Source: an optimization exercise on an open RTL-to-GDS flow (aim: small area, a short achievable clock period and few clock cycles per item). Production flows keep margins and buffers that such runs may drop. In this exercise RTL edits were held to simulation tests only and were not proved equivalent to the original.

==> design/flow/design.v <==
package billiard_fx_pkg;
  localparam int unsigned WIDTH      = 32;
  localparam int unsigned FRAC_WIDTH = 30;
  localparam logic [WIDTH-1:0] FX_ONE = {{(WIDTH-FRAC_WIDTH-1){1'b0}}, 1'b1, {FRAC_WIDTH{1'b0}}};
  localparam logic [WIDTH-1:0] FX_MAX = {1'b0, {(WIDTH-1){1'b1}}};
  localparam logic [WIDTH-1:0] FX_MIN = {1'b1, {(WIDTH-1){1'b0}}};
  typedef enum logic [2:0] {
    IDLE,
    MUL_X,
    MUL_Y,
    UPD_X,
    UPD_Y,
    DONE
  } state_t;
endpackage
module fx_mul_sat #(
  parameter int unsigned WIDTH      = billiard_fx_pkg::WIDTH,
  parameter int unsigned FRAC_WIDTH = billiard_fx_pkg::FRAC_WIDTH
) (
  input  logic [WIDTH-1:0] a,
  input  logic [WIDTH-1:0] b,
  output logic [WIDTH-1:0] y,
  output logic             sat
);
  localparam int unsigned PW   = 2 * WIDTH;
  localparam int unsigned TOP  = FRAC_WIDTH + WIDTH - 1;
  localparam int unsigned HI_W = PW - TOP;
  localparam logic [WIDTH-1:0] POS_LIM = {1'b0, {(WIDTH-1){1'b1}}};
  localparam logic [WIDTH-1:0] NEG_LIM = {1'b1, {(WIDTH-1){1'b0}}};
  logic signed [PW-1:0] ea;
  logic signed [PW-1:0] eb;
  logic signed [PW-1:0] prod;
  logic [HI_W-1:0]      hi;
  logic                 unused_lsb;
  always_comb begin
    ea   = {{WIDTH{a[WIDTH-1]}}, a};
    eb   = {{WIDTH{b[WIDTH-1]}}, b};
    prod = ea * eb;
    hi   = prod[PW-1:TOP];
    sat  = ~((&hi) | ~(|hi));
    if (sat) begin
      y = prod[PW-1] ? NEG_LIM : POS_LIM;
    end else begin
      y = prod[TOP:FRAC_WIDTH];
    end
  end
  assign unused_lsb = ^prod[FRAC_WIDTH-1:0];
endmodule
module velocity_reflector #(
  parameter int unsigned WIDTH      = billiard_fx_pkg::WIDTH,
  parameter int unsigned FRAC_WIDTH = billiard_fx_pkg::FRAC_WIDTH
) (
  input  logic             clk,
  input  logic             rst_n,
  input  logic             in_valid,
  output logic             in_ready,
  input  logic [WIDTH-1:0] vx,
  input  logic [WIDTH-1:0] vy,
  input  logic [WIDTH-1:0] nx,
  input  logic [WIDTH-1:0] ny,
  output logic             out_valid,
  input  logic             out_ready,
  output logic [WIDTH-1:0] vx_out,
  output logic [WIDTH-1:0] vy_out,
  output logic             out_reflected,
  output logic             out_sat
);
  localparam logic [WIDTH-1:0] POS_LIM = {1'b0, {(WIDTH-1){1'b1}}};
  localparam logic [WIDTH-1:0] NEG_LIM = {1'b1, {(WIDTH-1){1'b0}}};
  localparam logic [2:0] IDLE  = 3'd0;
  localparam logic [2:0] MUL_X = 3'd1;
  localparam logic [2:0] MUL_Y = 3'd2;
  localparam logic [2:0] UPD_X = 3'd3;
  localparam logic [2:0] UPD_Y = 3'd4;
  localparam logic [2:0] DONE  = 3'd5;
  logic [2:0]       state, state_n;
  logic [WIDTH-1:0] vx_r, vy_r, nx_r, ny_r;
  logic [WIDTH-1:0] vx_n, vy_n, nx_n, ny_n;
  logic [WIDTH-1:0] acc, acc_n;
  logic [WIDTH-1:0] k, k_n;
  logic             sat, sat_n;
  logic [WIDTH-1:0] vx_out_n, vy_out_n;
  logic             refl_n, out_sat_n, out_valid_n, in_ready_n;
  logic [WIDTH-1:0] mul_a, mul_b, mul_y;
  logic             mul_sat;
  logic [WIDTH:0]   add_res;
  logic [WIDTH:0]   dbl_res;
  function automatic logic [WIDTH:0] add_sat(input logic [WIDTH-1:0] a,
                                             input logic [WIDTH-1:0] b,
                                             input logic             sub);
    logic [WIDTH:0] s;
    if (sub) s = {a[WIDTH-1], a} - {b[WIDTH-1], b};
    else     s = {a[WIDTH-1], a} + {b[WIDTH-1], b};
    if (s[WIDTH] != s[WIDTH-1]) add_sat = {1'b1, (s[WIDTH] ? NEG_LIM : POS_LIM)};
    else                        add_sat = {1'b0, s[WIDTH-1:0]};
  endfunction
  fx_mul_sat #(
    .WIDTH      (WIDTH),
    .FRAC_WIDTH (FRAC_WIDTH)
  ) u_mul (
    .a   (mul_a),
    .b   (mul_b),
    .y   (mul_y),
    .sat (mul_sat)
  );
  always_comb begin
    mul_a = '0;
    mul_b = '0;
    case (state)
      MUL_X: begin mul_a = vx_r; mul_b = nx_r; end
      MUL_Y: begin mul_a = vy_r; mul_b = ny_r; end
      UPD_X: begin mul_a = k;    mul_b = nx_r; end
      UPD_Y: begin mul_a = k;    mul_b = ny_r; end
      default: ;
    endcase
  end
  always_comb begin
    state_n  = state;
    vx_n     = vx_r;
    vy_n     = vy_r;
    nx_n     = nx_r;
    ny_n     = ny_r;
    acc_n    = acc;
    k_n      = k;
    sat_n    = sat;
    vx_out_n = vx_out;
    vy_out_n = vy_out;
    refl_n   = out_reflected;
    add_res  = '0;
    dbl_res  = '0;
    case (state)
      IDLE: begin
        if (in_valid && in_ready) begin
          vx_n    = vx;
          vy_n    = vy;
          nx_n    = nx;
          ny_n    = ny;
          acc_n   = '0;
          sat_n   = 1'b0;
          state_n = MUL_X;
        end
      end
      MUL_X: begin
        acc_n   = mul_y;
        sat_n   = sat | mul_sat;
        state_n = MUL_Y;
      end
      MUL_Y: begin
        add_res = add_sat(acc, mul_y, 1'b0);
        sat_n   = sat | mul_sat | add_res[WIDTH];
        if (!add_res[WIDTH-1]) begin
          vx_out_n = vx_r;
          vy_out_n = vy_r;
          refl_n   = 1'b0;
          state_n  = DONE;
        end else begin
          dbl_res = add_sat(add_res[WIDTH-1:0], add_res[WIDTH-1:0], 1'b0);
          k_n     = dbl_res[WIDTH-1:0];
          sat_n   = sat | mul_sat | add_res[WIDTH] | dbl_res[WIDTH];
          state_n = UPD_X;
        end
      end
      UPD_X: begin
        add_res  = add_sat(vx_r, mul_y, 1'b1);
        vx_out_n = add_res[WIDTH-1:0];
        sat_n    = sat | mul_sat | add_res[WIDTH];
        state_n  = UPD_Y;
      end
      UPD_Y: begin
        add_res  = add_sat(vy_r, mul_y, 1'b1);
        vy_out_n = add_res[WIDTH-1:0];
        sat_n    = sat | mul_sat | add_res[WIDTH];
        refl_n   = 1'b1;
        state_n  = DONE;
      end
      DONE: begin
        if (out_ready) state_n = IDLE;
      end
      default: state_n = IDLE;
    endcase
    out_valid_n = (state_n == DONE);
    in_ready_n  = (state_n == IDLE);
    out_sat_n   = (state_n == DONE) ? sat_n : out_sat;
  end
  always_ff @(posedge clk or negedge rst_n) begin
    if (!rst_n) begin
      state         <= IDLE;
      vx_r          <= '0;
      vy_r          <= '0;
      nx_r          <= '0;
      ny_r          <= '0;
      acc           <= '0;
      k             <= '0;
      sat           <= 1'b0;
      vx_out        <= '0;
      vy_out        <= '0;
      out_reflected <= 1'b0;
      out_sat       <= 1'b0;
      out_valid     <= 1'b0;
      in_ready      <= 1'b0;
    end else begin
      state         <= state_n;
      vx_r          <= vx_n;
      vy_r          <= vy_n;
      nx_r          <= nx_n;
      ny_r          <= ny_n;
      acc           <= acc_n;
      k             <= k_n;
      sat           <= sat_n;
      vx_out        <= vx_out_n;
      vy_out        <= vy_out_n;
      out_reflected <= refl_n;
      out_sat       <= out_sat_n;
      out_valid     <= out_valid_n;
      in_ready      <= in_ready_n;
    end
  end
endmodule
==> design/flow/run.sh <==
#!/bin/bash
# synth_recipe.tcl (not shown) runs the flow's synth.tcl, then flattens the netlist and writes it again
# the make line also repeats each setting of config.mk as NAME=value (left out here)
make -C /OpenROAD-flow-scripts/flow DESIGN_CONFIG=/design/flow/config.mk WORK_HOME=/design/flow/orfs CLKGATE_MAP_FILE= SYNTH_SCRIPT=/design/flow/synth_recipe.tcl finish
==> design/flow/config.mk <==
export PLATFORM = sky130hd
export DESIGN_NAME = velocity_reflector
export DESIGN_NICKNAME = velocity_reflector
export VERILOG_FILES = /design/flow/design.v
export SDC_FILE = /design/flow/constraint.sdc
export NUM_CORES = 4
export LEC_CHECK = 0
export CAP_MARGIN = 20
export CORE_MARGIN = 2
export CORE_UTILIZATION = 40
export PLACE_DENSITY = 0.6
export SLEW_MARGIN = 20
==> design/flow/constraint.sdc <==
create_clock -name core_clock -period 16.0 [get_ports {clk}]
set_input_delay 3.2000 -clock core_clock [delete_from_list [all_inputs] [get_ports {clk}]]
set_output_delay 3.2000 -clock core_clock [all_outputs]
set_load 0.01 [all_outputs]
==> notes.md <==
-- worst min-delay path, delay by kind of cell (launching register included) --
| kind | cells | cell delay (ns) |
|---|---|---|
| DFF | 1 | 0.34 |
| AOI/OAI and AO/OA | 1 | 0.07 |
| and+or+nand+nor | 1 | 0.05 |
-- final cells by class --
type | count | area share, %
inverter | 1045 | 6.78
clock buffer | 36 | 1.37
sequential | 264 | 11.4
clock inverter | 15 | 0.417
multi-input combinational | 4170 | 70.2
antenna | 2 | 0.00865
timing repair buffer | 387 | 6.09
tap | 1742 | 3.77
-- timing repair --
item / 4_1_cts / 5_1_grt
resized for setup: 0 / 23
setup endpoints to repair: 0 / 97
buffers inserted: 0 / 4
-- state kept, by name (all words and copies together) (netlist names), 3 cells and up --
| register | count |
|---|---|
| k | 32 |
| ny_r | 32 |
| acc | 32 |
| vx_out | 32 |
| state | 3 |
| vy_r | 32 |
| vy_out | 32 |
| nx_r | 32 |
| vx_r | 32 |
-- routing by layer --
metal | global-route usage [%] | share of wire, % | wire [µm]
met5 | 0 | 0.022 | 41
met4 | 10.2 | 4.3 | 8050
met3 | 6.47 | 9.8 | 18200
met2 | 44.7 | 45 | 83300
met1 | 39.0 | 41 | 77000
-- cell usage in the layout (no fill, tap or decap), drive strengths merged, types with 27 or more instances in the layout --
cell type,instances
xor2,43
dfrtp,264
nand2b,34
nor2,591
a22o,64
or2,36
nand2,812
clkbuf,36
a21o,95
xnor2,78
a22oi,55
nor2b,41
o21ai,192
nand4,27
nor3,29
a31oi,31
a21oi,254
inv,1046
and2,29
ha,279
buf,189
clkdlybuf4s50,198
mux2,141
nand3,32
fa,1084
-- Yosys cell counts, drive strengths merged, types with 5 or more instances --
library cell,number
buf,34
clkbuf,254
a21oi,254
a21o,95
a22oi,55
nor2,590
o21ai,192
nor4,6
nand3b,5
a21boi,7
fa,1084
nand3,32
mux2,141
xnor2,78
o21a,26
ha,279
nor2b,41
inv,1044
nand4,27
a211oi,10
o21bai,18
and2,29
a31oi,31
or3,8
a2bb2oi,5
a221o,6
dfrtp,264
nand2,812
nor3b,5
o31ai,8
o211ai,18
and3,20
or2,36
a22o,64
mux2i,13
a31o,6
nor3,29
nand2b,34
xor2,43
o41ai,5
and4,5
-- worst paths after layout --
kind / from / endpoint / cells past startpoint
setup / recovery: state[0]$_DFF_PN0_ / out_sat$_DFFE_PN0N_ / 53
hold / removal: vx_out[27]$_DFFE_PN0P_ / vx_out[27]$_DFFE_PN0P_ / 2
setup reg to reg: state[0]$_DFF_PN0_ / out_sat$_DFFE_PN0N_ / 53
hold reg to reg: vx_out[27]$_DFFE_PN0P_ / vx_out[27]$_DFFE_PN0P_ / 2
max in group asynchronous: rst_n / vy_out[2]$_DFFE_PN0P_ / 2
min in group asynchronous: rst_n / vx_r[27]$_DFFE_PN0P_ / 1
-- cells by family after synthesis --
logic type	synth area share, %
adders and majority gates	48.3
DFF	12.7
and+or+nand+nor	13.6
AOI/OAI and AO/OA	10.4
muxes	3.30
xor gates and xnor gates	2.03
buffers and inverters	9.70
==> notes.md <==
unrepaired setup endpoints after global routing=no; relative slew slack=18.6%; Num CTS Buffers=28; top_reg_cell synth=dfrtp_1; CTS max path bufs=3; register area=6610 µm²; Hold WS=0.494 ns; Mapped Cells=5,766; routed wire length=187 mm; Critical Path RT=16.52 ns; Vias/cell=5.51; pre-CTS setup slack=0.139 ns; critical path class=flop to flop; Reg2Reg Setup Slack=0.64 ns; vias in the first global route=44,100; cts hold-fix bufs=0; Finished Core Util=44.8%; largest net degree at the start of global routing=80; Root Driver=clkbuf_16; Worst Path Max Fanout=32; YS warnings=2; Initial Utilization=40.3%; EDFF count, synth=0; layout cells sized above 1=7.66%; non-filler cells, final=7,661; Max Cap Viol=0; post-route cell area=57,900 µm²; Die Y=365 µm; Worst Clk Skew=0.0644 ns; drt wl/cell=24.4 µm; hpwl dp=155 mm; drt drc=0; hold crit path type=flop to flop; area delta synth->final=11.1%; most frequent CP cell=fa_1; DR pass1 iterations=6; drt first-iter violations=3,563; crit start category=flop; TritonCTS clock tree=built; Critical Path Max Stage Delay=0.60 ns; final count of negative-setup-slack endpoints=0; Cell Area, Synth=52,100 µm²; area share of the largest cell type after synthesis=41.6%; crit path DAT=15.88 ns; top post-synthesis cells by area=fa_1 42%, dfrtp_1 13%, inv_1 7.5%; fmax=65.1 MHz; worst slew pin tran=1.21 ns; crit end category=flop; largest delay contributor family on the critical path=adder cells; # placed instances=7,603; async set-reset flop share out of synthesis=100%; row count=132; register area share after synthesis=12.7%; DIE WIDTH=365 µm; initial antenna violation count=11; Antenna Nets Post-Route=0; Mapped Nets=7,261; WP buf/inv=9; Clock Pin Slew Worst Setup and Hold Paths=0.07 ns; Placed Area=56,700 µm²; first-pass GRT wire length=282 mm; Yosys cell types=86; Final Hold Vio Count=0; H-tree Lvls=1; post-layout worst setup margin=0.643 ns; Synth Area per Inst=9.04 µm²; fillers=12,600; crit path max-delay cell type=dfrtp_2; grt ovf=0; via count=42,200; global placement routability congestion=0.989; I/O Buffers=199; area leader, netlist=fa_1; die area=133,000 µm²; fin crit period=15.36 ns; GRT Util Overall=28.6%; final worst path period share=96.0%; multi-input gate area in the final layout=40,600 µm²; Sum Neg Setup Slack=0 ns; status=no timing/DRC/antenna violations; max-slew violation count=0; clock sinks=264; Final nets=7,391; flops & latches, synth=264; Top-Level Pins=200; Core ar.=129,000 µm²; latest clock arrival within the worst-skew pair=0.66 ns
Testbench counts, summed over its fixed seeds: cycles 12,144, items 2,400.

-- static timing again, ports no longer ideal --
The flow's constraints put no driver on any port. The routed layout listed below was extracted and timed again, unchanged, in two steps. Step 1, drivers: a clkbuf_16 drives clk and a buf_2 each remaining input, both assumed. Step 2 times the ports against the registers' clock, not the clock port: input delays grow and output delays shrink by t, the midpoint of the rising clock arrivals with the driver on. Three values: ideal ports, drivers, drivers and shift; two values: the first two.
t (ns): 0.694
setup slack, ns: 0.643 / 0.643 / 0.643
clock arrival spread, ns: 0.064 / 0.064
After both steps this run still meets setup and hold. For this run, drivers alone change the setup slack by 0.000 ns; drivers and shift together by 0.000 ns.
